What follows belongs to an exercise in optimizing a design on an open flow for small area; a production flow would make more cautious choices.
The RTL was checked by simulation tests, not by an equivalence proof against the original design.
Power is estimated from default activity; no workload was simulated.

===== flow/constraint.sdc =====
create_clock -name core_clock -period 4.0 [get_ports {clk}]
set_input_delay 0.8000 -clock core_clock [delete_from_list [all_inputs] [get_ports {clk}]]
set_output_delay 0.8000 -clock core_clock [all_outputs]
set_load 0.01 [all_outputs]

===== flow/config.mk =====
export PLATFORM = sky130hd
export DESIGN_NAME = spmv_mem_port
export DESIGN_NICKNAME = spmv_mem_port
export VERILOG_FILES = /design/flow/design.v
export SDC_FILE = /design/flow/constraint.sdc
export NUM_CORES = 4
export LEC_CHECK = 0
export CAP_MARGIN = 20
export CORE_MARGIN = 2
export CORE_UTILIZATION = 45
export SLEW_MARGIN = 20

===== flow/design.v =====
package spmv_mem_pkg;
    localparam int ADDR_W  = 48;
    localparam int DATA_W  = 64;
    localparam int TAG_W   = 3;
    localparam int RDCTL_W = 32;
endpackage
module spmv_sync_fifo #(
    parameter int WIDTH   = 8,
    parameter int DEPTH   = 8,
    parameter int MASK_LO = WIDTH
) (
    input  logic                   clk,
    input  logic                   rst_n,
    input  logic                   push,
    input  logic [WIDTH-1:0]       din,
    input  logic                   pop,
    input  logic                   last_hi_en,
    output logic [WIDTH-1:0]       head,
    output logic [WIDTH-1:0]       last,
    output logic [$clog2(DEPTH):0] count
);
    logic [WIDTH-1:0] mem [DEPTH];
    localparam int AW = $clog2(DEPTH);
    logic [AW-1:0]    wr_ptr, wr_ptr_n, rd_ptr;
    logic [DEPTH-1:0] rd_sel;
    logic [DEPTH-1:0] last_sel, last_sel_hi;
    logic [DEPTH-1:0] row_we, row_hold;
    always_comb begin
        for (int k = 0; k < DEPTH; k++) begin
            rd_sel[k]      = (rd_ptr == AW'(k));
        end
        for (int k = 0; k < DEPTH; k++) begin
            last_sel[k]    = rd_sel[(k + 1) % DEPTH];
            last_sel_hi[k] = last_sel[k] && last_hi_en;
            row_we[k]      = push && (wr_ptr == AW'(k));
            row_hold[k]    = !push || (wr_ptr_n != AW'(DEPTH - 1 - k));
        end
    end
    always_comb begin
        head = '0;
        last = '0;
        for (int k = 0; k < DEPTH; k++) begin
            head = head | (mem[k] & {WIDTH{rd_sel[k]}});
            for (int b = 0; b < WIDTH; b++) begin
                if (b < MASK_LO) last[b] = last[b] | (mem[k][b] & last_sel[k]);
                else             last[b] = last[b] | (mem[k][b] & last_sel_hi[k]);
            end
        end
    end
    for (genvar k = 0; k < DEPTH; k++) begin : g_row
        logic [WIDTH-1:0] row;
        always_ff @(posedge clk) begin
            row <= (row & {WIDTH{row_hold[k]}}) | (din & {WIDTH{row_we[k]}});
        end
        assign mem[k] = row;
    end
    always_ff @(posedge clk or negedge rst_n) begin
        if (!rst_n) begin
            wr_ptr   <= '0;
            wr_ptr_n <= '1;
            rd_ptr   <= '0;
            count    <= '0;
        end else begin
            if (push) begin
                wr_ptr   <= wr_ptr + 1'b1;
                wr_ptr_n <= wr_ptr_n - 1'b1;
            end
            if (pop) rd_ptr <= rd_ptr + 1'b1;
            case ({push, pop})
                2'b10:   count <= count + 1'b1;
                2'b01:   count <= count - 1'b1;
                default: ;
            endcase
        end
    end
endmodule
import spmv_mem_pkg::*;
module spmv_mem_port #(
    parameter int REQ_DEPTH    = 8,
    parameter int RSP_DEPTH    = 8,
    parameter int STALL_MARGIN = 2
) (
    input  logic               clk,
    input  logic               rst_n,
    input  logic               req_mem_ld,
    input  logic               req_mem_st,
    input  logic [ADDR_W-1:0]  req_mem_addr,
    input  logic [DATA_W-1:0]  req_mem_d_or_tag,
    output logic               req_mem_stall,
    output logic               rsp_mem_push,
    output logic [TAG_W-1:0]   rsp_mem_tag,
    output logic [DATA_W-1:0]  rsp_mem_q,
    input  logic               rsp_mem_stall,
    output logic               mc_req_ld,
    output logic               mc_req_st,
    output logic [ADDR_W-1:0]  mc_req_vadr,
    output logic [DATA_W-1:0]  mc_req_wrd_rdctl,
    input  logic               mc_rd_rq_stall,
    input  logic               mc_wr_rq_stall,
    input  logic               mc_rsp_push,
    input  logic [RDCTL_W-1:0] mc_rsp_rdctl,
    input  logic [DATA_W-1:0]  mc_rsp_data,
    output logic               mc_rsp_stall,
    output logic               idle,
    output logic               err
);
    localparam int RQ_W  = DATA_W + ADDR_W + 1;
    localparam int RQ_HI = ADDR_W + 1 + TAG_W;
    localparam int RS_W  = TAG_W + DATA_W;
    localparam int RQ_CW = $clog2(REQ_DEPTH) + 1;
    localparam int CR_W  = $clog2(RSP_DEPTH) + 1;
    localparam logic [RQ_CW-1:0] STALL_LVL = RQ_CW'(REQ_DEPTH - STALL_MARGIN);
    localparam logic [RQ_CW-1:0] REQ_FULL  = RQ_CW'(REQ_DEPTH);
    localparam logic [CR_W-1:0]  CRED_MAX  = CR_W'(RSP_DEPTH);
    logic [RQ_W-1:0]   req_in, req_head, req_last;
    logic [RS_W-1:0]   rsp_in, rsp_head, rsp_last;
    logic [RQ_CW-1:0]  req_count;
    logic [CR_W-1:0]   rsp_count;
    logic              req_full, req_empty, rsp_empty;
    logic              head_is_st;
    logic [CR_W-1:0]   credits, credits_nxt;
    logic [CR_W:0]     claimed;
    logic [RQ_CW-1:0]  req_left;
    logic              req_one, req_push, req_bad;
    logic              issue_ld, issue_st, issue;
    logic              rsp_ok, rsp_push, rsp_bad, rsp_pop;
    logic              unused_rdctl;
    assign unused_rdctl = ^{mc_rsp_rdctl[RDCTL_W-1:TAG_W], req_head, rsp_head};
    assign req_full  = (req_count == REQ_FULL);
    assign req_empty = (req_count == '0);
    assign rsp_empty = (rsp_count == '0);
    assign req_one  = req_mem_ld ^ req_mem_st;
    assign req_push = req_one && !req_full;
    assign req_bad  = (req_mem_ld && req_mem_st) || (req_one && req_full);
    assign req_in   = {req_mem_d_or_tag[DATA_W-1:TAG_W], req_mem_addr, req_mem_st,
                       req_mem_d_or_tag[TAG_W-1:0]};
    assign req_mem_stall = (req_count >= STALL_LVL);
    assign mc_rsp_stall  = 1'b0;
    spmv_sync_fifo #(.WIDTH(RQ_W), .DEPTH(REQ_DEPTH), .MASK_LO(RQ_HI)) u_req_fifo (
        .clk        (clk),
        .rst_n      (rst_n),
        .push       (req_push),
        .din        (req_in),
        .pop        (issue),
        .last_hi_en (mc_req_st),
        .head       (req_head),
        .last       (req_last),
        .count      (req_count)
    );
    assign head_is_st = req_head[TAG_W];
    assign issue_ld = !req_empty && !head_is_st && !mc_rd_rq_stall && (credits != '0);
    assign issue_st = !req_empty &&  head_is_st && !mc_wr_rq_stall;
    assign issue    = issue_ld || issue_st;
    assign mc_req_vadr      = req_last[TAG_W+1 +: ADDR_W];
    assign mc_req_wrd_rdctl = {req_last[RQ_W-1:RQ_HI], req_last[TAG_W-1:0]};
    assign claimed  = {1'b0, credits} + {1'b0, rsp_count};
    assign rsp_ok   = (claimed < {1'b0, CRED_MAX});
    assign rsp_push = mc_rsp_push && rsp_ok;
    assign rsp_bad  = mc_rsp_push && !rsp_ok;
    assign rsp_in   = {mc_rsp_rdctl[TAG_W-1:0], mc_rsp_data};
    assign rsp_pop  = !rsp_empty && !rsp_mem_stall;
    spmv_sync_fifo #(.WIDTH(RS_W), .DEPTH(RSP_DEPTH)) u_rsp_fifo (
        .clk        (clk),
        .rst_n      (rst_n),
        .push       (rsp_push),
        .din        (rsp_in),
        .pop        (rsp_pop),
        .last_hi_en (1'b1),
        .head       (rsp_head),
        .last       (rsp_last),
        .count      (rsp_count)
    );
    assign rsp_mem_tag = rsp_last[RS_W-1 -: TAG_W];
    assign rsp_mem_q   = rsp_last[DATA_W-1:0];
    always_comb begin
        credits_nxt = credits;
        case ({issue_ld, rsp_pop})
            2'b10:   credits_nxt = credits - 1'b1;
            2'b01:   credits_nxt = credits + 1'b1;
            default: ;
        endcase
    end
    assign req_left = req_count - RQ_CW'(issue);
    always_ff @(posedge clk or negedge rst_n) begin
        if (!rst_n) begin
            credits      <= CRED_MAX;
            err          <= 1'b0;
            idle         <= 1'b1;
            mc_req_ld    <= 1'b0;
            mc_req_st    <= 1'b0;
            rsp_mem_push <= 1'b0;
        end else begin
            credits      <= credits_nxt;
            if (req_bad || rsp_bad) err <= 1'b1;
            idle         <= !req_push && (req_left == '0) && (credits_nxt == CRED_MAX);
            mc_req_ld    <= issue_ld;
            mc_req_st    <= issue_st;
            rsp_mem_push <= rsp_pop;
        end
    end
endmodule

===== flow/standard.sh =====
#!/bin/bash
# synth_recipe.tcl (not shown) runs the flow's synth.tcl, then flattens the netlist and writes it again
# the make line also repeats each setting of config.mk as NAME=value (left out here)
make -C /OpenROAD-flow-scripts/flow DESIGN_CONFIG=/design/flow/config.mk WORK_HOME=/design/flow/orfs CLKGATE_MAP_FILE= SYNTH_SCRIPT=/design/flow/synth_recipe.tcl "${@:-finish}"

===== flow/flow/run.sh =====
#!/bin/bash
# Standard layout with these changes:
#  - synthesis maps logic with an area-oriented ABC script (flow/area.abc) in
#    place of ORFS's speed script; everything else in the standard flow's synthesis script
#    is unchanged, so the registers are the standard synthesis's;
#  - ports are buffered with buf_1;
#  - the clock tree uses small clock buffers, larger sink clusters, no dummy loads.
set -euo pipefail
W=$PWD
{
  echo "proc abc {args} {"
  echo "  set i [lsearch -exact \$args -script]"
  echo "  if {\$i >= 0} { lset args [expr {\$i + 1}] $W/flow/area.abc }"
  echo "  yosys abc {*}\$args"
  echo "}"
  cat synth_recipe.tcl
} > own_synth.tcl
bash standard.sh synth "SYNTH_SCRIPT=$W/own_synth.tcl" > synth_make.log 2>&1
bash standard.sh finish "SYNTH_SCRIPT=$W/own_synth.tcl" \
  "BUFFER_PORTS_ARGS=-buffer_cell sky130_fd_sc_hd__buf_1" \
  "CTS_ARGS=-sink_clustering_enable -repair_clock_nets -dont_use_dummy_load -buf_list {sky130_fd_sc_hd__clkbuf_4 sky130_fd_sc_hd__clkbuf_8} -sink_clustering_size 16 -sink_clustering_max_diameter 100" \
  > layout_make.log 2>&1

===== flow/flow/area.abc =====
&get -n
&st
&syn2
&dch -f
&nf -a -R 1000
&put

==> flow_summary.json, run 1 <==
{
  "r2r_end": "u_req_fifo.count[3]",
  "drc": 0,
  "dpl.hpwl_um": 92500,
  "worst_pin_slew_ps": 1190,
  "wl_um": 179000,
  "fin_setup_tns_ps": 0,
  "r2r_slack_ps": 390,
  "p_sw_share_pct": 36.0,
  "cts_tree": "done",
  "dp_slack_ps": 247,
  "synth.ff_latch_count": 1475,
  "internal-power_mw": 33.0,
  "crit_chain": "ha_1 > ha_2 > and2_4 > a222oi_1 > nand3_1 > buf_1",
  "hold_viol": 0,
  "synth_seq_area_share_pct": 59.7,
  "timing.fmax_ghz": 0.257,
  "netlist_instances": 3856,
  "ys_warn_count": 5,
  "drt_pass1_iterations": 10,
  "fin_util_pct": 51.4,
  "syn_avg_cell_area_um2": 12.9,
  "slowest_stage": "and2_4",
  "core_area_mm2": 0.110,
  "wl_per_cell_um": 30.0,
  "path_max_fanout": 31,
  "clkPwrFrac_pct": 13.4,
  "grt_pass1_wl_um": 261000,
  "outcome": "no timing/DRC/antenna violations",
  "worst-endpoint-arrival_ps": 3090,
  "cts_max_level": 3,
  "placementRows": 122,
  "viasPerCell": 6.95,
  "clk_pin_slew_ps": 110,
  "irDropWorstVdd_mv": 0.416,
  "slew_violations": 0,
  "p_comb_share_pct": 36.6,
  "yosys.area.top_type_share_pct": 57.9,
  "slowest_delay_ps": 590,
  "final_nets": 4739,
  "synth.area.top_cells": "dfxtp_1 (58%), a22o_1 (25%), a222oi_1 (7.2%), a22oi_1 (2.7%), nand3_1 (1.9%)",
  "rr_worst_depth": 15,
  "report.final.setup_viol": 0,
  "vias": 41500,
  "pin_count": 402,
  "drive_gt1_share_pct": 7.16,
  "fp.dieW_um": 337,
  "cp-end-kind": "primary output",
  "drtIter0Drc": 6700,
  "yosys.area.top_type": "dfxtp_1",
  "clk_latency_ps": 820,
  "netlist_area_mm2": 0.0498,
  "switchingPower_mw": 18.5,
  "cts_inserted_buffers": 102,
  "grt_overflow": 0,
  "hp-class": "input pin to asynchronous set/reset pin",
  "reg2reg_from": "u_req_fifo.rd_ptr[0]",
  "grt_max_degree": 86,
  "area_delta_synth_final_pct": 13.8,
  "die-area_mm2": 0.113,
  "synthesis.nets": 4123,
  "port_buffers": 371,
  "track_usage_pct": 29.9,
  "relSlewSlack_pct": 21.0,
  "power.density_mw_per_mm2": 910,
  "die_y_um": 337,
  "p_seq_share_pct": 50.0,
  "p_total_mw": 51.6,
  "start_util_pct": 45.2,
  "fin_crit_ps": 3890,
  "cp.required_ps": 3200,
  "grt_pass1_vias": 39300,
  "ant_nets": 0,
  "grt_antenna_before_repair": 25,
  "maxCapViolCount": 0,
  "globalplace.congestion": 0.776,
  "crit_type": "flop to primary output",
  "final.setup.worst_slack_ps": 109,
  "fin_crit_sh_pct": 97.3,
  "yosys.cell_types.count": 31,
  "clockBufferDepth": 3,
  "finalHoldWorstSlack_ps": 119,
  "p_leak_nw": 22.3,
  "ctsHoldBuffers": 0,
  "rsz0062_at_grt": "true",
  "finalClockSkew_ps": 67.9,
  "cts_root_buf": "clkbuf_8",
  "clock_sinks": 1475,
  "worst_setup_path_start_kind": "flop"
}
registers in the layout, indices dropped and copies added (netlist names), 3 cells and up:
name and flops:
u_rsp_fifo.g_row.row 536, u_rsp_fifo.rd_ptr 3, u_req_fifo.rd_ptr 3, u_req_fifo.count 4, credits 4, u_req_fifo.g_row.row 904
u_rsp_fifo.wr_ptr 3, u_rsp_fifo.count 4, u_req_fifo.wr_ptr_n 3, u_req_fifo.wr_ptr 3, u_rsp_fifo.wr_ptr_n 3
synthesized netlist by cell type:
cell type     n
and3_1       20
a22o_1     1440
or2_0         1
a311oi_1      1
a2111oi_0     1
a21oi_1      11
a22oi_1     180
xor2_1        6
dfrtp_1      27
dfstp_2       8
a221oi_1      2
a21o_1        3
o21ai_0      10
buf_4         1
conb_1        1
mux2_1        1
nor2b_1       6
ha_1         48
clkinv_1     27
nor4_1        3
nand2_1      22
a222oi_1    358
nor3_1        4
xnor2_1      15
dfxtp_1    1440
a221o_1       1
nand3_1     187
fa_1          3
nor2_1       15
a31o_1        1
and2_0       13
what timing repair did:
| action | CTS | global route |
|---|---|---|
| pin swaps | 4 | 9 |
| cloned | 3 | 6 |
| setup endpoints to repair | 50 | 73 |
| gates resized for setup | 12 | 18 |
| buffers inserted | 1 | 8 |
layer usage:
metal / up-vias / wire length (µm) / global-route usage [%]
met5: - / 132 / 0
met4: 20 / 4290 / 8.48
met3: 258 / 17400 / 5.62
met2: 2257 / 78900 / 45.0
met1: 21100 / 78600 / 43.6
li1: 17900 / - / -
critical path, delay by kind of cell (launching register included):
family	cells	cell delay (ps)
AOI/OAI and AO/OA	1	250
adders and majority gates	2	560
buffers and inverters	1	310
DFF	1	410
and+or+nand+nor	2	720
kinds of logic (layout without fill, tap and decap cells):
| group | Yosys count | in the layout | synth area share (%) |
|---|---|---|---|
| AOI/OAI and AO/OA | 2008 | 2008 | 35.6 |
| xor gates and xnor gates | 21 | 21 | 0.370 |
| adders and majority gates | 51 | 51 | 1.33 |
| buffers and inverters | 28 | 633 | 0.219 |
| DFF | 1475 | 1475 | 59.7 |
| muxes | 1 | 1 | 0.0226 |
| other | 1 | 19 | 0.00753 |
| and+or+nand+nor | 271 | 280 | 2.74 |
layout make-up:
cell class | count | area, µm²
antenna | 18 | 45.0
clock buffer | 102 | 1400
fill | 9812 | 53600
inverter | 27 | 101
multi-input combinational | 2362 | 20400
sequential | 1475 | 29700
tap | 1488 | 1860
timing repair buffer | 504 | 3130
power by group through the flow:
stage | Combinational (mW) | Clock [mW] | Sequential [mW]
2_1_floorplan | 12.0 | 0 | 24.6
3_3_place_gp | 18.1 | 0 | 25.7
3_5_place_dp | 18.5 | 0 | 25.7
4_1_cts | 18.6 | 7.05 | 25.5
5_1_grt | 20.2 | 7.57 | 26.5
6_report | 18.9 | 6.91 | 25.8
through the flow:
step,area (µm²),instances
4_1_cts,56400,5944
3_5_place_dp,54900,5838
5_1_grt,56600,5966
2_1_floorplan,49800,3856
3_3_place_gp,54900,5838
6_report,56700,5976
worst max-delay path by stage:
stage,start,to,depth (start not counted)
after global placement,u_req_fifo.rd_ptr[0],u_req_fifo.count[3],16
final,u_req_fifo.rd_ptr[1],mc_req_wrd_rdctl[38],6
after global routing,u_req_fifo.rd_ptr[1],mc_req_wrd_rdctl[38],6
after floorplan,req_mem_ld,u_req_fifo.g_row[4].row[0],6
after CTS,u_req_fifo.rd_ptr[0],mc_req_wrd_rdctl[39],8
after detailed placement,u_req_fifo.rd_ptr[0],u_req_fifo.count[3],16
cell usage in the layout, fill, tap and decap left out, types with 6 or more instances in the layout:
master    count
ha_1         41
clkbuf_8    103
a22oi_1     180
buf_12       56
clkinv_1     25
nand3_4       8
and2_4       13
a21oi_1      11
o21ai_0      10
a222oi_1    358
dfstp_2       8
nand2_4       8
nand3_1     178
dfxtp_1    1440
buf_6         6
and3_4       19
dfrtp_1      25
xnor2_1      15
a22o_1     1440
nor2_1       15
buf_4        70
buf_1       367
xor2_1        6
diode_2      18
nand2_1      14
nor2b_4       6
==> run 2: changes to the inputs <==
--- a/flow/flow/run.sh
+++ b/flow/flow/run.sh
@@ -20,3 +20,3 @@
   "BUFFER_PORTS_ARGS=-buffer_cell sky130_fd_sc_hd__buf_1" \
-  "CTS_ARGS=-sink_clustering_enable -repair_clock_nets -dont_use_dummy_load -buf_list {sky130_fd_sc_hd__clkbuf_4 sky130_fd_sc_hd__clkbuf_8} -sink_clustering_size 16 -sink_clustering_max_diameter 100" \
+  "CTS_ARGS=-sink_clustering_enable -repair_clock_nets -dont_use_dummy_load -buf_list {sky130_fd_sc_hd__clkbuf_4 sky130_fd_sc_hd__clkbuf_8} -sink_clustering_size 16 -sink_clustering_max_diameter 100 -root_buf sky130_fd_sc_hd__clkbuf_16" \
   > layout_make.log 2>&1
--- a/flow/config.mk
+++ b/flow/config.mk
@@ -7,5 +7,5 @@
 export LEC_CHECK = 0
-export CAP_MARGIN = 20
+export CAP_MARGIN = 10
 export CORE_MARGIN = 2
-export CORE_UTILIZATION = 45
-export SLEW_MARGIN = 20
+export CORE_UTILIZATION = 40
+export SLEW_MARGIN = 10
==> run 2 against run 1 <==
Count of clock-buffer cells in the layout is the same. Maximum frequency shrank 1.4%. Die area grew 12%. First-iteration DRC count shrank 13%. Design area shrank 0.16%. Combinational power is essentially flat. Critical path depth grew 1. Utilization shrank 5.7 points.
==> flow_summary.json, run 2 <==
{
  "outcome": "no timing/DRC/antenna violations",
  "relSlewSlack_pct": 24.7,
  "port_buffers": 371,
  "drtIter0Drc": 5854,
  "stdcell_count": 6092,
  "globalplace.congestion": 0.780,
  "highest_layer": "met5",
  "worst-endpoint-arrival_ps": 3150,
  "fill_cells": 11400,
  "ctsHoldBuffers": 0,
  "final.setup.worst_slack_ps": 53.7,
  "grt_antenna_before_repair": 27,
  "power.density_mw_per_mm2": 917,
  "largest_reg_flops": 904,
  "clock_sinks": 1475,
  "drive_gt1_share_pct": 6.55,
  "core_area_mm2": 0.124,
  "slowest_stage": "and2_4",
  "slowest_delay_ps": 840,
  "wl_met2_um": 78400,
  "finalHoldWorstSlack_ps": 230,
  "synth.area.top_cells": "dfxtp_1 (58%), a22o_1 (25%), a222oi_1 (7.2%), a22oi_1 (2.7%), nand3_1 (1.9%)",
  "met3_wirelength_um": 16700,
  "hp-class": "input pin to asynchronous set/reset pin",
  "cp-end-kind": "primary output",
  "top_register": "u_req_fifo.g_row.row",
  "yosys.area.top_type": "dfxtp_1",
  "fin_crit_ps": 3950,
  "drt_pass1_iterations": 9,
  "vias": 41200,
  "yosys.cell_types.count": 31,
  "clk_pin_slew_ps": 110,
  "cts_root_buf": "clkbuf_16",
  "grt_overflow": 0,
  "final_cell_mix": "a22o_1 (1440), dfxtp_1 (1440), buf_1 (361), a222oi_1 (358), a22oi_1 (180)",
  "synth_seq_area_share_pct": 59.7,
  "netlist_area_mm2": 0.0498,
  "cp_top_family": "simple AND/OR/NAND/NOR gates",
  "synth_commonest_cells": "a22o_1 (1440), dfxtp_1 (1440), a222oi_1 (358)",
  "async_reset_ff_share_pct": 2.37,
  "hold_viol": 0,
  "die_y_um": 357,
  "clockBufferDepth": 3,
  "slew_violations": 0,
  "reg_top3": "u_req_fifo.g_row.row: 904 flops, u_rsp_fifo.g_row.row: 536 flops",
  "pin_count": 402,
  "worst_setup_path_start_kind": "flop",
  "placementRows": 129,
  "ys.flop_type": "dfxtp_1",
  "cts_inserted_buffers": 102,
  "report.final.setup_viol": 0,
  "fin_crit_sh_pct": 98.7,
  "dp_slack_ps": 312,
  "die-area_mm2": 0.127,
  "synth_edf_count": 0,
  "finalClockSkew_ps": 68.3,
  "yosys.area.top_type_share_pct": 57.9,
  "worst_pin_slew_ps": 1130,
  "track_usage_pct": 26.5,
  "timing.fmax_ghz": 0.253,
  "ys_warn_count": 5,
  "wl_per_cell_um": 29.1,
  "r2r_slack_ps": 460,
  "fin_setup_tns_ps": 0,
  "drc": 0,
  "dpl.hpwl_um": 94400,
  "final_nets": 4709,
  "viasPerCell": 6.77,
  "grt_pass1_wl_um": 263000,
  "p_leak_nw": 22.1,
  "fin_util_pct": 45.7,
  "irDropWorstVdd_mv": 0.424,
  "syn_avg_cell_area_um2": 12.9,
  "synth.ff_latch_count": 1475,
  "placed_cells": 5974,
  "fp.dieW_um": 357,
  "m1WireLength_um": 77900,
  "seq_area_mm2": 0.0297,
  "ant_nets": 0,
  "start_util_pct": 40.3,
  "wl_um": 177000,
  "grt_pass1_vias": 40100,
  "cts_max_level": 3,
  "rsz0062_at_grt": "true",
  "cts_tree": "done",
  "clk_latency_ps": 700,
  "maxCapViolCount": 0,
  "area_delta_synth_final_pct": 13.6,
  "multiInputGateArea_mm2": 0.0203,
  "crit_type": "flop to primary output",
  "path_max_fanout": 61,
  "netlist_instances": 3856,
  "synthesis.nets": 4123,
  "crit_chain": "clkinv_1 > ha_1 > nor2b_4 > and2_4 > a222oi_1 > nand3_1 > buf_1",
  "cp.required_ps": 3200,
  "path_buf_inv": 2,
  "grt_max_degree": 83
}
[run 2: cell counts after synthesis]
Identical to the previous run, type by type.
[run 2: cell families (layout without fill, tap and decap cells)]
kind of cell / after synthesis / after routing / share of synthesized area, %
AO/OA/AOI/OAI: 2008 / 2008 / 35.6
flip-flops: 1475 / 1475 / 59.7
XOR/XNOR: 21 / 21 / 0.370
buffers and inverters: 28 / 612 / 0.219
multiplexers: 1 / 1 / 0.0226
AND/OR/NAND/NOR: 271 / 271 / 2.74
adder cells (fa/ha/maj): 51 / 51 / 1.33
other: 1 / 16 / 0.00753
[run 2: metrics by stage]
step,cell area (µm²),power (mW)
floorplan,49800,36.7
global placement,55000,44.1
detailed placement,55000,44.5
CTS,56500,51.7
global route,56600,54.7
finish,56600,51.9
[run 2: power breakdown]
part | total, mW | switching [mW] | internal [mW]
logic | 18.7 | 9.93 | 8.81
registers | 25.9 | 3.97 | 22.0
clock network | 7.21 | 4.70 | 2.51
total | 51.9 | 18.6 | 33.3
[run 2: area by class of cell]
type / instances / share of cell area, %
multi-input cells: 2353 / 35.9
well taps: 1637 / 3.62
flip-flops and latches: 1475 / 52.5
repair buffers: 483 / 5.03
clock buffers: 102 / 2.66
diodes: 15 / 0.0664
inverters: 27 / 0.179
[run 2: path summary, 6_finish.rpt]
check / from / to / cells after the start
worst max-delay path: u_req_fifo.rd_ptr[0] / mc_req_wrd_rdctl[26] / 7
worst min-delay path: rst_n / u_req_fifo.wr_ptr[1] / 1
worst max register to register: u_req_fifo.rd_ptr[0] / idle / 16
worst min register to register: u_rsp_fifo.g_row[7].row[33] / u_rsp_fifo.g_row[7].row[33] / 1
max in group asynchronous: rst_n / u_req_fifo.rd_ptr[2] / 1
min in group core_clock: mc_rsp_push / err / 3
[run 2: worst reg2reg max path, stage by stage, from the launching register on]
cell and delay, ps:
dfrtp_1 410, clkinv_1 140, ha_1 280, a221oi_1 310
a21oi_1 90, a221o_1 310, a221oi_2 280, nand2_1 150
ha_1 250, clkinv_1 100, ha_1 240, a21o_1 180
a21oi_1 170, xnor2_1 90, nor2_1 110, xor2_1 200
and3_1 180
[run 2: timing repair]
| item | 4_1_cts | 5_1_grt |
|---|---|---|
| gates resized for setup | 4 | 11 |
| setup endpoints to repair | 4 | 55 |
| buffers inserted | 0 | 1 |
| pin swaps | 0 | 2 |
[run 2: metal layers]
metal,vias up,global-route usage (%)
met5,-,0
met4,24,8.11
met3,246,4.98
met2,2151,40.8
met1,21000,37.7
li1,17800,-
==> run 3: changes to the inputs <==
--- a/flow/flow/run.sh
+++ b/flow/flow/run.sh
@@ -6,3 +6,4 @@
 #  - ports are buffered with buf_1;
-#  - the clock tree uses small clock buffers, larger sink clusters, no dummy loads.
+#  - the clock tree uses small clock buffers, larger sink clusters, no dummy loads;
+#  - repair does not use buf_8, buf_12 or buf_16.
 set -euo pipefail
@@ -18,3 +19,8 @@
 bash standard.sh synth "SYNTH_SCRIPT=$W/own_synth.tcl" > synth_make.log 2>&1
+# Layout steps also keep the large buffers (buf_8, buf_12, buf_16) out of repair, on top of
+# the platform's own don't-use list.
+DONT_USE="$(make -s -C "$FLOW_HOME" DESIGN_CONFIG="$W/config.mk" WORK_HOME="$W/orfs" print-DONT_USE_CELLS 2>/dev/null | sed -n 's/^DONT_USE_CELLS: //p')"
+[[ -n "$DONT_USE" ]] || { echo "could not read DONT_USE_CELLS" >&2; exit 1; }
 bash standard.sh finish "SYNTH_SCRIPT=$W/own_synth.tcl" \
+  "DONT_USE_CELLS=$DONT_USE sky130_fd_sc_hd__buf_8 sky130_fd_sc_hd__buf_12 sky130_fd_sc_hd__buf_16" \
   "BUFFER_PORTS_ARGS=-buffer_cell sky130_fd_sc_hd__buf_1" \
==> run 3 against run 2 <==
Count of clock-buffer cells in the layout is 1 higher. Largest power group unchanged. Design area is 0.14% higher. Worst hold slack better by 5.7 ps. Non-clock buffer count is 175 higher. Critical path type unchanged. Highest routed layer unchanged. Cell count is 3.0% higher. Flip-flop and latch count stayed put. Synthesized cell count stayed put.
==> flow_summary.json, run 3 <==
{
  "ant_nets": 0,
  "synth_edf_count": 0,
  "ys_warn_count": 5,
  "yosys.cell_types.count": 31,
  "ys.flop_type": "dfxtp_1",
  "drtIter0Drc": 6226,
  "die_y_um": 357,
  "synth_commonest_cells": "a22o_1 (1440), dfxtp_1 (1440), a222oi_1 (358)",
  "fin_crit_ps": 3910,
  "worst_setup_path_start_kind": "flop",
  "drc": 0,
  "dpl.hpwl_um": 107000,
  "fin_setup_tns_ps": 0,
  "viasPerCell": 6.62,
  "async_reset_ff_share_pct": 2.37,
  "reg_top3": "u_req_fifo.g_row.row: 904 flops, u_rsp_fifo.g_row.row: 536 flops",
  "crit_chain": "ha_2 > and2_4 > clkbuf_4 > a222oi_1 > nand3_1 > buf_1",
  "clock_sinks": 1475,
  "track_usage_pct": 26.3,
  "final_cell_mix": "a22o_1 (1440), dfxtp_1 (1440), buf_1 (370), a222oi_1 (358), buf_2 (276)",
  "synth.ff_latch_count": 1475,
  "drt_pass1_iterations": 10,
  "grt_max_degree": 53,
  "switchingPower_mw": 18.3,
  "globalplace.congestion": 0.811,
  "vias": 41500,
  "crit_type": "flop to primary output",
  "p_leak_nw": 22.6,
  "wl_per_cell_um": 27.9,
  "timing.fmax_ghz": 0.256,
  "netlist_instances": 3856,
  "hold_viol": 0,
  "hp-class": "input pin to asynchronous set/reset pin",
  "relSlewSlack_pct": 28.4,
  "cp-end-kind": "primary output",
  "multiInputGateArea_mm2": 0.0204,
  "irDropWorstVdd_mv": 0.435,
  "grt_pass1_wl_um": 261000,
  "worst_pin_slew_ps": 1070,
  "finalClockSkew_ps": 67.7,
  "yosys.area.top_type_share_pct": 57.9,
  "rsz0062_at_grt": "true",
  "port_buffers": 371,
  "synth_seq_area_share_pct": 59.7,
  "slowest_stage": "and2_4",
  "drive_gt1_share_pct": 10.1,
  "placementRows": 129,
  "fin_crit_sh_pct": 97.7,
  "start_util_pct": 40.3,
  "core_area_mm2": 0.124,
  "cts_inserted_buffers": 103,
  "synthesis.nets": 4123,
  "slowest_delay_ps": 620,
  "p_sw_share_pct": 35.7,
  "top_register": "u_req_fifo.g_row.row",
  "grt_pass1_vias": 40100,
  "cts_max_level": 3,
  "syn_avg_cell_area_um2": 12.9,
  "pin_count": 402,
  "clk_latency_ps": 690,
  "outcome": "no timing/DRC/antenna violations",
  "final_nets": 4890,
  "seq_area_mm2": 0.0297,
  "yosys.area.top_type": "dfxtp_1",
  "clk_pin_slew_ps": 100,
  "power.density_mw_per_mm2": 905,
  "fill_cells": 11600,
  "grt_antenna_before_repair": 30,
  "p_seq_share_pct": 50.3,
  "largest_reg_flops": 904,
  "synth.area.top_cells": "dfxtp_1 (58%), a22o_1 (25%), a222oi_1 (7.2%), a22oi_1 (2.7%), nand3_1 (1.9%)",
  "maxCapViolCount": 0,
  "finalInstanceArea_mm2": 0.0566,
  "report.final.setup_viol": 0,
  "cts_tree": "done",
  "slew_violations": 0,
  "clkPwrFrac_pct": 14.0,
  "cp_top_family": "simple AND/OR/NAND/NOR gates",
  "cp.required_ps": 3200,
  "p_comb_share_pct": 35.6,
  "clockBufferDepth": 3,
  "path_max_fanout": 40,
  "wl_um": 175000,
  "fp.dieW_um": 357,
  "internal-power_mw": 33.0,
  "netlist_area_mm2": 0.0498,
  "grt_overflow": 0,
  "dpl_cell_area_mm2": 0.0549,
  "worst-endpoint-arrival_ps": 3110,
  "path_buf_inv": 2,
  "die-area_mm2": 0.127,
  "cts_root_buf": "clkbuf_16",
  "area_delta_synth_final_pct": 13.8
}
[run 3: through the flow]
stage / setup WS (ps) / power, mW / hold WS, ps / cells / util, %
after floorplan: -400 / 36.7 / 441 / 3856 / -
after global placement: 382 / 43.5 / 454 / 6136 / 44.4
after detailed placement: 424 / 43.9 / 453 / 6136 / 44.4
after CTS: 6.33 / 51.2 / 231 / 6248 / 45.7
after global routing: -22.7 / 54.1 / 296 / 6267 / 45.8
final: 91.6 / 51.3 / 236 / 6272 / 45.8
[run 3: layout make-up]
cell class	count	share of cell area [%]
diodes	14	0.0618
clock buffers	103	2.68
inverters	27	0.179
multi-input cells	2358	35.9
flip-flops and latches	1475	52.5
well taps	1637	3.62
repair buffers	658	5.05
[run 3: power groups by stage]
stage               logic (mW)  clock network [mW]  registers, mW
global placement          17.8                   0           25.8
detailed placement        18.1                   0           25.8
CTS                       18.2                7.39           25.6
finish                    18.3                7.20           25.8
global route              19.7                7.90           26.5
floorplan                 12.0                   0           24.6
[run 3: worst paths after layout]
kind | startpoint | to | slack (ps) | depth (start not counted)
max | u_req_fifo.rd_ptr[2] | mc_req_wrd_rdctl[46] | 90 | 6
min | rst_n | credits[2] | 240 | 1
max reg2reg | credits[1] | u_rsp_fifo.g_row[5].row[33] | 350 | 10
min reg2reg | u_rsp_fifo.g_row[4].row[33] | u_rsp_fifo.g_row[4].row[33] | 480 | 1
max in group asynchronous | rst_n | u_req_fifo.rd_ptr[2] | 3070 | 1
min in group core_clock | mc_rsp_push | err | 430 | 3
[run 3: routing by layer]
| layer | up-vias | track usage, % | part of all wire (%) |
|---|---|---|---|
| met3 | 262 | 4.62 | 8.5 |
| met4 | 26 | 7.76 | 2.5 |
| met5 | - | 0 | 0.092 |
| met1 | 21100 | 37.5 | 44 |
| li1 | 18200 | - | - |
| met2 | 1941 | 40.5 | 45 |
[run 3: repair_timing]
item | 4_1_cts | 5_1_grt
hold endpoints to repair | 0 | 0
resized for setup | 10 | 10
pin swaps | 1 | 6
setup endpoints to repair | 53 | 47
gates cloned | 5 | 0
hold buffers | 0 | 0
setup buffers | 4 | 10
[run 3: cell families after synthesis]
| group | count (synthesis) | synth area share, % |
|---|---|---|
| and+or+nand+nor | 271 | 2.74 |
| AOI/OAI and AO/OA | 2008 | 35.6 |
| xor gates and xnor gates | 21 | 0.370 |
| DFF | 1475 | 59.7 |
| other | 1 | 0.00753 |
| adders and majority gates | 51 | 1.33 |
| buffers and inverters | 28 | 0.219 |
| muxes | 1 | 0.0226 |
==> run 4: changes to the inputs <==
--- a/flow/design.v
+++ b/flow/design.v
@@ -14,2 +14,3 @@
     input  logic                   push,
+    input  logic                   hold,
     input  logic [WIDTH-1:0]       din,
@@ -21,17 +22,10 @@
 );
+    localparam int CW = $clog2(DEPTH) + 1;
     logic [WIDTH-1:0] mem [DEPTH];
-    localparam int AW = $clog2(DEPTH);
-    logic [AW-1:0]    wr_ptr, wr_ptr_n, rd_ptr;
-    logic [DEPTH-1:0] rd_sel;
-    logic [DEPTH-1:0] last_sel, last_sel_hi;
-    logic [DEPTH-1:0] row_we, row_hold;
+    logic [DEPTH-1:0] head_sel, last_sel, last_sel_hi;
     always_comb begin
         for (int k = 0; k < DEPTH; k++) begin
-            rd_sel[k]      = (rd_ptr == AW'(k));
-        end
-        for (int k = 0; k < DEPTH; k++) begin
-            last_sel[k]    = rd_sel[(k + 1) % DEPTH];
+            head_sel[k]    = (count == CW'(k + 1));
+            last_sel[k]    = (count == CW'(k));
             last_sel_hi[k] = last_sel[k] && last_hi_en;
-            row_we[k]      = push && (wr_ptr == AW'(k));
-            row_hold[k]    = !push || (wr_ptr_n != AW'(DEPTH - 1 - k));
         end
@@ -42,3 +36,3 @@
         for (int k = 0; k < DEPTH; k++) begin
-            head = head | (mem[k] & {WIDTH{rd_sel[k]}});
+            head = head | (mem[k] & {WIDTH{head_sel[k]}});
             for (int b = 0; b < WIDTH; b++) begin
@@ -50,5 +44,10 @@
     for (genvar k = 0; k < DEPTH; k++) begin : g_row
-        logic [WIDTH-1:0] row;
+        logic [WIDTH-1:0] row, below;
+        if (k == 0) begin : g_in
+            assign below = din;
+        end else begin : g_up
+            assign below = mem[k-1];
+        end
         always_ff @(posedge clk) begin
-            row <= (row & {WIDTH{row_hold[k]}}) | (din & {WIDTH{row_we[k]}});
+            row <= (row & {WIDTH{hold}}) | (below & {WIDTH{push}});
         end
@@ -58,12 +57,4 @@
         if (!rst_n) begin
-            wr_ptr   <= '0;
-            wr_ptr_n <= '1;
-            rd_ptr   <= '0;
-            count    <= '0;
+            count <= '0;
         end else begin
-            if (push) begin
-                wr_ptr   <= wr_ptr + 1'b1;
-                wr_ptr_n <= wr_ptr_n - 1'b1;
-            end
-            if (pop) rd_ptr <= rd_ptr + 1'b1;
             case ({push, pop})
@@ -126,2 +117,6 @@
     logic              rsp_ok, rsp_push, rsp_bad, rsp_pop;
+    logic              req_hold, rsp_hold;
+    logic              req_room_q, rsp_ok_q;
+    logic [RQ_CW-1:0]  req_count_nxt;
+    logic [CR_W-1:0]   rsp_count_nxt;
     logic              unused_rdctl;
@@ -142,2 +137,3 @@
         .push       (req_push),
+        .hold       (req_hold),
         .din        (req_in),
@@ -165,2 +161,3 @@
         .push       (rsp_push),
+        .hold       (rsp_hold),
         .din        (rsp_in),
@@ -183,2 +180,6 @@
     assign req_left = req_count - RQ_CW'(issue);
+    assign req_count_nxt = req_left + RQ_CW'(req_push);
+    assign rsp_count_nxt = rsp_count + CR_W'(rsp_push) - CR_W'(rsp_pop);
+    assign req_hold      = !req_one || !req_room_q;
+    assign rsp_hold      = !mc_rsp_push || !rsp_ok_q;
     always_ff @(posedge clk or negedge rst_n) begin
@@ -186,2 +187,4 @@
             credits      <= CRED_MAX;
+            req_room_q   <= 1'b1;
+            rsp_ok_q     <= 1'b0;
             err          <= 1'b0;
@@ -193,2 +196,4 @@
             credits      <= credits_nxt;
+            req_room_q   <= (req_count_nxt != REQ_FULL);
+            rsp_ok_q     <= ({1'b0, credits_nxt} + {1'b0, rsp_count_nxt} < {1'b0, CRED_MAX});
             if (req_bad || rsp_bad) err <= 1'b1;
--- a/flow/flow/run.sh
+++ b/flow/flow/run.sh
@@ -6,4 +6,3 @@
 #  - ports are buffered with buf_1;
-#  - the clock tree uses small clock buffers, larger sink clusters, no dummy loads;
-#  - repair does not use buf_8, buf_12 or buf_16.
+#  - the clock tree uses small clock buffers, larger sink clusters, no dummy loads.
 set -euo pipefail
@@ -19,8 +18,3 @@
 bash standard.sh synth "SYNTH_SCRIPT=$W/own_synth.tcl" > synth_make.log 2>&1
-# Layout steps also keep the large buffers (buf_8, buf_12, buf_16) out of repair, on top of
-# the platform's own don't-use list.
-DONT_USE="$(make -s -C "$FLOW_HOME" DESIGN_CONFIG="$W/config.mk" WORK_HOME="$W/orfs" print-DONT_USE_CELLS 2>/dev/null | sed -n 's/^DONT_USE_CELLS: //p')"
-[[ -n "$DONT_USE" ]] || { echo "could not read DONT_USE_CELLS" >&2; exit 1; }
 bash standard.sh finish "SYNTH_SCRIPT=$W/own_synth.tcl" \
-  "DONT_USE_CELLS=$DONT_USE sky130_fd_sc_hd__buf_8 sky130_fd_sc_hd__buf_12 sky130_fd_sc_hd__buf_16" \
   "BUFFER_PORTS_ARGS=-buffer_cell sky130_fd_sc_hd__buf_1" \
==> flow/flow/area.abc (replaced) <==
&get -n
&st
&dch -f
&nf -a -R 1000
&put
--- a/flow/config.mk
+++ b/flow/config.mk
@@ -9,3 +9,3 @@
 export CORE_MARGIN = 2
-export CORE_UTILIZATION = 40
+export CORE_UTILIZATION = 45
 export SLEW_MARGIN = 10
==> run 4 against run 3 <==
Count of clock-buffer cells in the layout is 2 lower. Largest power group unchanged. Routed wire length is 25% lower. Synthesized cell count is 1.6% higher. Critical endpoint is now mc_req_wrd_rdctl[11]. Highest routed layer unchanged.
==> flow_summary.json, run 4 <==
{
  "hold_viol": 0,
  "maxCapViolCount": 0,
  "drtIter0Drc": 4827,
  "reg_top3": "u_req_fifo.g_row.row: 904 flops, u_rsp_fifo.g_row.row: 536 flops",
  "slowest_delay_ps": 460,
  "grt_max_degree": 194,
  "vias": 38200,
  "fp.dieW_um": 336,
  "yosys.area.top_type_share_pct": 58.3,
  "dpl_cell_area_mm2": 0.0539,
  "clockBufferDepth": 3,
  "cts_max_level": 3,
  "grt_pass1_wl_um": 205000,
  "power.density_mw_per_mm2": 851,
  "worst-endpoint-arrival_ps": 2990,
  "cp.required_ps": 3200,
  "wl_um": 131000,
  "dpl.hpwl_um": 73000,
  "outcome": "no timing/DRC/antenna violations",
  "p_leak_nw": 22.0,
  "cts_tree": "done",
  "synth.ff_latch_count": 1459,
  "fin_crit_ps": 3790,
  "report.final.setup_viol": 0,
  "fin_crit_sh_pct": 94.7,
  "finalClockSkew_ps": 38.7,
  "grt_antenna_before_repair": 15,
  "slew_violations": 0,
  "synth.area.top_cells": "dfxtp_1 (58%), a22o_1 (25%), a222oi_1 (7.3%), a21boi_0 (1.7%), nand3_1 (1.5%)",
  "port_buffers": 371,
  "clk_pin_slew_ps": 100,
  "hp-class": "input pin to asynchronous set/reset pin",
  "netlist_instances": 3918,
  "cts_inserted_buffers": 101,
  "synthesis.nets": 4171,
  "ys_warn_count": 5,
  "reg2reg_from": "u_req_fifo.count[0]",
  "final.setup.worst_slack_ps": 210,
  "final_cell_mix": "a22o_1 (1440), dfxtp_1 (1440), buf_1 (371), a222oi_1 (360), nand2_1 (156)",
  "path_buf_inv": 3,
  "globalplace.congestion": 0.770,
  "worst_setup_path_start_kind": "flop",
  "synth_commonest_cells": "a22o_1 (1440), dfxtp_1 (1440), a222oi_1 (360)",
  "track_usage_pct": 22.1,
  "grt_overflow": 0,
  "cts_root_buf": "clkbuf_16",
  "die_y_um": 336,
  "clock_sinks": 1459,
  "r2r_slack_ps": 360,
  "crit_chain": "buf_4 > nor2_2 > and3_4 > buf_4 > a222oi_1 > a21boi_0 > nand3_1 > buf_1",
  "path_max_fanout": 21,
  "dp_slack_ps": 206,
  "top_register": "u_req_fifo.g_row.row",
  "pin_count": 402,
  "rsz0062_at_grt": "false",
  "drt_pass1_iterations": 8,
  "start_util_pct": 45.4,
  "wl_per_cell_um": 22.2,
  "fin_util_pct": 50.9,
  "viasPerCell": 6.47,
  "irDropWorstVdd_mv": 0.418,
  "netlist_area_mm2": 0.0495,
  "ys.flop_type": "dfxtp_1",
  "postCtsSetupRepairBufs": 0,
  "slowest_stage": "and3_4",
  "core_area_mm2": 0.109,
  "grt_pass1_vias": 35400,
  "crit_type": "flop to primary output",
  "cp-end-kind": "primary output",
  "drc": 0,
  "syn_avg_cell_area_um2": 12.6,
  "relSlewSlack_pct": 27.9,
  "area_delta_synth_final_pct": 12.3,
  "yosys.cell_types.count": 33,
  "synth_edf_count": 0,
  "drive_gt1_share_pct": 5.37,
  "placementRows": 121,
  "synth_seq_area_share_pct": 59.2,
  "clk_latency_ps": 670,
  "largest_reg_flops": 904,
  "cp_top_family": "simple AND/OR/NAND/NOR gates",
  "final_nets": 4742,
  "die-area_mm2": 0.113,
  "cpMostUsedCell": "buf_4",
  "crit_start": "u_req_fifo.count[2]",
  "yosys.area.top_type": "dfxtp_1",
  "timing.fmax_ghz": 0.264,
  "finalInstanceArea_mm2": 0.0555,
  "async_reset_ff_share_pct": 1.30,
  "ant_nets": 0,
  "worst_pin_slew_ps": 1080
}
==> run 4: changes by cell type after synthesis, sizes merged, moves of 5 or more <==
cell	before	now
clkinv	27	49
a21oi	11	5
nand2	22	158
a221oi	2	30
dfstp	8	3
nand3	187	149
and3	20	11
ha	48	35
a21boi	0	115
a22oi	180	36
nor2	15	7
dfrtp	27	16
==> run 4: per-stage QoR <==
step | hold slack [ps] | std cells | total power, mW | TNS, ps
floorplan | 441 | 3918 | 35.5 | -6736470
CTS | 51.6 | 5900 | 47.4 | 0
detailed placement | 453 | 5799 | 40.3 | 0
global placement | 454 | 5799 | 40.0 | 0
global route | 97.6 | 5905 | 50.3 | 0
finish | 95.3 | 5906 | 47.3 | 0
==> run 4: metal layers <==
metal / up-vias / track usage (%) / wire [µm]
li1: 17800 / - / -
met2: 1011 / 33.8 / 58600
met5: - / 0 / 147
met1: 19200 / 31.7 / 60900
met4: 20 / 6.10 / 2950
met3: 184 / 4.22 / 8550
==> run 4: cells by family (layout without fill, tap and decap cells) <==
| logic type | count (synthesis) | count (layout) | synth area share, % |
|---|---|---|---|
| AO/OA/AOI/OAI | 2003 | 2003 | 35.9 |
| XOR/XNOR | 17 | 17 | 0.301 |
| adder cells (fa/ha/maj) | 37 | 37 | 0.966 |
| buffers and inverters | 50 | 618 | 0.387 |
| flip-flops | 1459 | 1459 | 59.2 |
| other | 1 | 6 | 0.00758 |
| AND/OR/NAND/NOR | 351 | 352 | 3.22 |
==> run 4: worst paths after layout <==
check                                                    to  cells after the start
worst max-delay path                   mc_req_wrd_rdctl[11]                      8
worst min-delay path                           rsp_mem_push                      2
worst max register to register                     rsp_ok_q                     16
worst min register to register  u_rsp_fifo.g_row[7].row[26]                      1
max in group asynchronous                        credits[3]                      2
min in group core_clock                           mc_req_st                      2
==> run 4: final cells by class <==
| class | count | area [µm²] |
|---|---|---|
| Sequential cell | 1459 | 29300 |
| Antenna cell | 5 | 12.5 |
| Timing Repair Buffer | 468 | 2610 |
| Fill cell | 9762 | 53500 |
| Inverter | 49 | 210 |
| Tap cell | 1414 | 1770 |
| Clock buffer | 101 | 1490 |
| Multi-Input combinational cell | 2410 | 20100 |
==> run 4: power by group <==
part           total, mW  internal (mW)  switching [mW]
clock network       6.96           2.49            4.47
logic               14.3           7.14            7.11
registers           26.1           21.1            4.94
total               47.3           30.7            16.5
==> run 4: repair_timing <==
action | CTS | global route
gates cloned | 0 | 1
gates resized for setup | 12 | 23
pin swaps | 0 | 5
hold buffers | 0 | 0
endpoints found under the setup margin | 129 | 129
==> run 5: changes to the inputs <==
--- a/flow/config.mk
+++ b/flow/config.mk
@@ -9,3 +9,3 @@
 export CORE_MARGIN = 2
-export CORE_UTILIZATION = 45
+export CORE_UTILIZATION = 40
 export SLEW_MARGIN = 10
==> run 5 against run 4 <==
Routed wire length rose by 2.9%. First-iteration DRC count rose by 11%. Register-to-register slack worse by 100 ps. Critical path type unchanged. Synthesized area unchanged. Still clean on timing, DRC and antenna. Via count hardly changed. Count of clock-buffer cells in the layout did not move. Sequential share of layout area decreased by 0.21 points. Design area increased by 0.42%. Critical path depth is the same. Power increased by 0.28%. Combinational power about the same. Highest routed layer unchanged. Die area rose by 12%.
==> flow_summary.json, run 5 <==
{
  "outcome": "no timing/DRC/antenna violations",
  "grt_antenna_before_repair": 24,
  "fin_crit_ps": 3800,
  "netlist_area_mm2": 0.0495,
  "synthesis.nets": 4171,
  "netlist_instances": 3918,
  "grt_pass1_wl_um": 209000,
  "grt_overflow": 0,
  "grt_max_degree": 192,
  "finalClockSkew_ps": 43.9,
  "cp-end-kind": "primary output",
  "r2r_slack_ps": 260,
  "p_total_mw": 47.4,
  "irDropWorstVdd_mv": 0.498,
  "finalHoldWorstSlack_ps": 96.6,
  "cts_tree": "done",
  "globalplace.congestion": 0.783,
  "start_util_pct": 40.2,
  "p_comb_share_pct": 30.3,
  "p_leak_nw": 22.0,
  "clk_latency_ps": 690,
  "synth.area.top_cells": "dfxtp_1 (58%), a22o_1 (25%), a222oi_1 (7.3%), a21boi_0 (1.7%), nand3_1 (1.5%)",
  "vias": 38200,
  "worst-endpoint-arrival_ps": 3000,
  "die-area_mm2": 0.127,
  "synth.ff_latch_count": 1459,
  "pin_count": 402,
  "timing.fmax_ghz": 0.263,
  "drt_pass1_iterations": 7,
  "grt_pass1_vias": 35800,
  "hold_viol": 0,
  "synth_seq_area_share_pct": 59.2,
  "yosys.area.top_type_share_pct": 58.3,
  "top_register": "u_req_fifo.g_row.row",
  "dpl.hpwl_um": 74400,
  "rsz0062_at_grt": "false",
  "port_buffers": 371,
  "clk_pin_slew_ps": 100,
  "final_nets": 4732,
  "yosys.area.top_type": "dfxtp_1",
  "switchingPower_mw": 16.7,
  "viasPerCell": 6.24,
  "die_y_um": 356,
  "async_reset_ff_share_pct": 1.30,
  "clockBufferDepth": 3,
  "ant_nets": 0,
  "track_usage_pct": 20.2,
  "clkPwrFrac_pct": 14.7,
  "area_delta_synth_final_pct": 12.7,
  "synth_edf_count": 0,
  "relSlewSlack_pct": 22.0,
  "cts_inserted_buffers": 101,
  "fin_crit_sh_pct": 95.0,
  "drtIter0Drc": 5360,
  "ys.flop_type": "dfxtp_1",
  "ys_warn_count": 5,
  "clock_sinks": 1459,
  "largest_reg_flops": 904,
  "worst_setup_path_start_kind": "flop",
  "finalInstanceArea_mm2": 0.0558,
  "report.final.setup_viol": 0,
  "core_area_mm2": 0.123,
  "internal-power_mw": 30.7,
  "yosys.cell_types.count": 33,
  "p_seq_share_pct": 55.0,
  "crit_type": "flop to primary output",
  "final_cell_mix": "a22o_1 (1440), dfxtp_1 (1440), buf_1 (371), a222oi_1 (360), nand2_1 (156)",
  "placementRows": 129,
  "slew_violations": 0,
  "worst_pin_slew_ps": 1170,
  "synth_commonest_cells": "a22o_1 (1440), dfxtp_1 (1440), a222oi_1 (360)",
  "cp.required_ps": 3200,
  "cts_root_buf": "clkbuf_16",
  "dpl_cell_area_mm2": 0.0541,
  "reg_top3": "u_req_fifo.g_row.row: 904 flops, u_rsp_fifo.g_row.row: 536 flops",
  "hp-class": "input pin to asynchronous set/reset pin",
  "syn_avg_cell_area_um2": 12.6,
  "drive_gt1_share_pct": 5.36,
  "fp.dieW_um": 356,
  "wl_per_cell_um": 22.1,
  "path_max_fanout": 37,
  "fill_cells": 11400,
  "seq_area_mm2": 0.0293,
  "multiInputGateArea_mm2": 0.0202,
  "p_sw_share_pct": 35.2,
  "power.density_mw_per_mm2": 850,
  "wl_um": 135000,
  "cts_max_level": 3,
  "drc": 0,
  "maxCapViolCount": 0
}
run 5: cell counts after synthesis:
No cell type changed its count.
run 5: cell type report:
cell class,instances,share of cell area [%]
diodes,8,0.0359
clock buffers,101,2.67
inverters,49,0.379
multi-input cells,2412,36.2
flip-flops and latches,1459,52.6
well taps,1637,3.67
repair buffers,456,4.50
run 5: logic make-up after synthesis:
kind of cell               Yosys count  synth area share [%]
buffers and inverters               50                 0.387
and+or+nand+nor                    351                  3.22
adders and majority gates           37                 0.966
other                                1               0.00758
DFF                               1459                  59.2
xor gates and xnor gates            17                 0.301
AOI/OAI and AO/OA                 2003                  35.9
run 5: what timing repair did:
action,CTS,global route
cloned,2,1
pin swaps,0,6
gates resized for setup,23,21
hold buffers,0,0
setup endpoints to repair,133,89
buffers inserted,0,1
run 5: worst max-delay path, cell delays in order, from the launching register on:
cell,delay (ps)
dfrtp_2,500
nor2_2,280
and2_2,230
buf_8,320
buf_6,270
a222oi_1,110
a21boi_0,180
nand3_1,120
buf_1,270
run 5: final timing paths:
check / from / to / cells after the start
max: u_req_fifo.count[3] / mc_req_vadr[39] / 8
min: rst_n / credits[1] / 2
max reg2reg: u_req_fifo.count[0] / rsp_ok_q / 15
min reg2reg: u_req_fifo.g_row[7].row[38] / u_req_fifo.g_row[7].row[38] / 1
max in group asynchronous: rst_n / req_room_q / 2
min in group core_clock: mc_rsp_data[42] / u_rsp_fifo.g_row[0].row[42] / 2
run 5: layer usage:
layer / part of all wire [%] / track usage [%]
met4: 2.1 / 5.45
met5: 0.15 / 0
met3: 7.1 / 4.96
met2: 45 / 30.9
met1: 46 / 28.4
run 5: power groups by stage:
stage / logic, mW / clock network, mW / registers [mW]
2_1_floorplan: 10.8 / 0 / 24.6
3_3_place_gp: 13.9 / 0 / 26.1
3_5_place_dp: 14.2 / 0 / 26.1
4_1_cts: 14.3 / 7.30 / 25.9
5_1_grt: 15.8 / 7.82 / 26.9
6_report: 14.3 / 6.98 / 26.1
run 5: through the flow:
stage | TNS (ps) | instances | setup slack [ps] | util (%)
after global routing | 0 | 6118 | 4.78 | 45.3
after CTS | 0 | 6112 | 2.19 | 45.2
after global placement | 0 | 6009 | 114 | 43.9
after detailed placement | 0 | 6009 | 143 | 43.9
after floorplan | -6736470 | 3918 | -8830 | -
final | 0 | 6122 | 199 | 45.3
==> run 6: changes to the inputs <==
--- a/flow/flow/run.sh
+++ b/flow/flow/run.sh
@@ -20,3 +20,3 @@
   "BUFFER_PORTS_ARGS=-buffer_cell sky130_fd_sc_hd__buf_1" \
-  "CTS_ARGS=-sink_clustering_enable -repair_clock_nets -dont_use_dummy_load -buf_list {sky130_fd_sc_hd__clkbuf_4 sky130_fd_sc_hd__clkbuf_8} -sink_clustering_size 16 -sink_clustering_max_diameter 100 -root_buf sky130_fd_sc_hd__clkbuf_16" \
+  "CTS_ARGS=-sink_clustering_enable -repair_clock_nets -dont_use_dummy_load -buf_list {sky130_fd_sc_hd__clkbuf_4 sky130_fd_sc_hd__clkbuf_8} -sink_clustering_size 18 -sink_clustering_max_diameter 100 -root_buf sky130_fd_sc_hd__clkbuf_16" \
   > layout_make.log 2>&1
==> run 6 against run 5 <==
Die area did not move. Critical path depth down 1. Clock skew rose by 22 ps. Non-clock buffer count up 1. Critical path type unchanged. Via count fell by 0.41%. Routed wire length shrank 2.0%. Worst hold slack better by 29 ps. Critical endpoint is now mc_req_wrd_rdctl[54]. Sequential power is essentially flat.
==> flow_summary.json, run 6 <==
{
  "start_util_pct": 40.2,
  "p_leak_nw": 21.9,
  "power.density_mw_per_mm2": 845,
  "drive_gt1_share_pct": 4.97,
  "crit_type": "flop to primary output",
  "top_register": "u_req_fifo.g_row.row",
  "outcome": "no timing/DRC/antenna violations",
  "slew_violations": 0,
  "drc": 0,
  "finalClockSkew_ps": 65.8,
  "slowest_stage": "and3_2",
  "hold_viol": 0,
  "gr-usage-met3_pct": 4.26,
  "cts_tree": "done",
  "synthAdderAreaFrac_pct": 0.966,
  "synth_compound_area_share_pct": 35.9,
  "cts_root_buf": "clkbuf_16",
  "slowest_delay_ps": 610,
  "synth_seq_area_share_pct": 59.2,
  "core_area_mm2": 0.123,
  "reg2reg_from": "u_req_fifo.count[1]",
  "die-area_mm2": 0.127,
  "crit_chain": "nor2b_2 > and3_2 > buf_12 > buf_12 > a222oi_1 > nand3_1 > buf_1",
  "fin_util_pct": 45.1,
  "ys.flop_type": "dfxtp_1",
  "port_buffers": 371,
  "cts_max_level": 3,
  "reg_top3": "u_req_fifo.g_row.row: 904 flops, u_rsp_fifo.g_row.row: 536 flops",
  "grt_antenna_before_repair": 25,
  "yosys.area.top_type": "dfxtp_1",
  "viasPerCell": 6.23,
  "relSlewSlack_pct": 21.8,
  "grtUsageMet2_pct": 30.4,
  "ant_nets": 0,
  "clockBufferDepth": 3,
  "pin_count": 402,
  "p_total_mw": 47.0,
  "report.final.setup_viol": 0,
  "multiInputGateArea_mm2": 0.0201,
  "grt_overflow": 0,
  "grt_pass1_wl_um": 207000,
  "vias": 38100,
  "yosys.area_share.simple_pct": 3.22,
  "path_max_fanout": 32,
  "synth_edf_count": 0,
  "cp.required_ps": 3200,
  "synth.area.top_cells": "dfxtp_1 (58%), a22o_1 (25%), a222oi_1 (7.3%), a21boi_0 (1.7%), nand3_1 (1.5%)",
  "yosys.cell_types.count": 33,
  "final_nets": 4721,
  "clk_pin_slew_ps": 110,
  "clk_latency_ps": 670,
  "drtIter0Drc": 5271,
  "globalplace.congestion": 0.783,
  "wl_um": 132000,
  "area_delta_synth_final_pct": 12.4,
  "fin_crit_sh_pct": 96.2,
  "placementRows": 129,
  "syn_avg_cell_area_um2": 12.6,
  "cpMostUsedCell": "buf_12",
  "r2r_slack_ps": 240,
  "grt-busiest-layer": "met2",
  "rr_worst_depth": 15,
  "die_y_um": 356,
  "yosys.area.top_type_share_pct": 58.3,
  "cp_top_family": "simple AND/OR/NAND/NOR gates",
  "async_reset_ff_share_pct": 1.30,
  "synth_commonest_cells": "a22o_1 (1440), dfxtp_1 (1440), a222oi_1 (360)",
  "yosys-mux-area-fraction_pct": 0,
  "dp_slack_ps": 143,
  "ys_warn_count": 5,
  "largest_reg_flops": 904,
  "dpl.hpwl_um": 74400,
  "track_usage_pct": 19.9,
  "synth-xor-area-share_pct": 0.301,
  "seq_area_mm2": 0.0293,
  "synth_top_family_by_area": "compound AO/OA/AOI/OAI gates",
  "path_buf_inv": 3,
  "final.setup.worst_slack_ps": 151,
  "worst_setup_path_start_kind": "flop",
  "worst_pin_slew_ps": 1170,
  "worst-endpoint-arrival_ps": 3050,
  "hp-class": "input pin to asynchronous set/reset pin",
  "clock_sinks": 1459,
  "rsz0062_at_grt": "false",
  "grt_pass1_vias": 35500,
  "synth.ff_latch_count": 1459,
  "grt_max_degree": 192,
  "fp.dieW_um": 356,
  "r2r_end": "rsp_ok_q",
  "drt_pass1_iterations": 7,
  "fill_cells": 11500,
  "maxCapViolCount": 0,
  "cp-end-kind": "primary output",
  "synthesis.nets": 4171,
  "netlist_area_mm2": 0.0495,
  "netlist_instances": 3918,
  "final_cell_mix": "a22o_1 (1440), dfxtp_1 (1440), buf_1 (371), a222oi_1 (360), nand2_1 (156)",
  "ctsHoldBuffers": 0,
  "wl_per_cell_um": 21.7,
  "irDropWorstVdd_mv": 0.494,
  "grt.met1_usage_pct": 28.3,
  "timing.fmax_ghz": 0.260,
  "cts_inserted_buffers": 92,
  "fin_crit_ps": 3850
}
==> run 6: cell types whose count changed in the layout (fill, tap and decap cells not counted), sizes merged <==
cell    change
and2        -1
and3        -2
buf         +1
clkbuf      -9
diode       +1
==> run 6: power breakdown <==
| part | leakage [nW] | switching, mW | total (mW) | internal (mW) |
|---|---|---|---|---|
| registers | 12.2 | 4.94 | 26.0 | 21.1 |
| clock network | 0.708 | 4.42 | 6.72 | 2.30 |
| logic | 9.06 | 7.12 | 14.2 | 7.11 |
| total | 21.9 | 16.5 | 47.0 | 30.5 |
==> run 6: area by class of cell <==
cell class / count / share of cell area (%)
multi-input cells: 2409 / 36.2
flip-flops and latches: 1459 / 52.7
well taps: 1637 / 3.68
clock buffers: 92 / 2.46
inverters: 49 / 0.380
repair buffers: 457 / 4.54
diodes: 9 / 0.0405
==> run 6: kinds of logic after synthesis <==
kind of cell	Yosys count
simple gates	351
buf+inv	50
xor+xnor	17
other cells	1
flops	1459
fa+ha+maj	37
compound gates	2003
==> run 6: worst max path at each step <==
stage / startpoint / end / depth (start not counted) / slack (ps)
2_1_floorplan: req_mem_st / u_req_fifo.count[3] / 7 / -8830
3_3_place_gp: u_req_fifo.count[0] / rsp_ok_q / 17 / 110
3_5_place_dp: u_req_fifo.count[1] / rsp_ok_q / 16 / 140
4_1_cts: u_req_fifo.count[3] / mc_req_wrd_rdctl[45] / 7 / 8
5_1_grt: u_rsp_fifo.count[2] / rsp_mem_q[35] / 8 / 3
6_report: u_req_fifo.count[2] / mc_req_wrd_rdctl[54] / 7 / 150
==> run 6: metal layers <==
| metal | up-vias | routed length (µm) |
|---|---|---|
| li1 | 17800 | - |
| met2 | 1072 | 59400 |
| met4 | 28 | 2660 |
| met5 | - | 204 |
| met1 | 19000 | 60800 |
| met3 | 165 | 9210 |
==> run 6: repair_timing <==
action,CTS,global route
setup buffers,0,2
setup endpoints to repair,100,73
resized for setup,14,22
cloned,0,0
pin swaps,0,5
==> run 6: per-stage QoR <==
stage	std cells	cell area [µm²]	hold slack (ps)	TNS (ps)
CTS	6101	55500	68.9	0
detailed placement	6009	54100	453	0
global route	6109	55600	126	0
global placement	6009	54100	454	0
floorplan	3918	49600	441	-6736470
finish	6112	55600	126	0

port drivers added, routing unchanged:
The results above use ideal ports. As a check the final layouts listed here were re-extracted and re-timed, cells and wires unchanged.
Step 1, drivers: a clkbuf_16 drives clk and a buf_2 each remaining input, both assumed.
Step 2 adds t to the input delays and takes it off the output delays; t is the mean of the earliest and latest rising clock arrival at the registers after step 1. Input paths then give back, and output paths get back, about the clock's delay inside the block.
Three values: ideal, step 1, step 2; two values: the first two.
run	t, ns	setup WS [ns]	worst data-port slew with drivers (ns)
run 1	0.860	0.109 / 0.038 / 0.394	0.15
run 2	0.742	0.054 / -0.020 / 0.462	0.14
run 3	0.731	0.092 / 0.020 / 0.346	0.14
run 4	0.720	0.210 / 0.137 / 0.358	0.14
run 5	0.744	0.199 / 0.127 / 0.265	0.18
run 6	0.709	0.151 / 0.080 / 0.241	0.18
After both steps setup and hold are still met in every run listed.
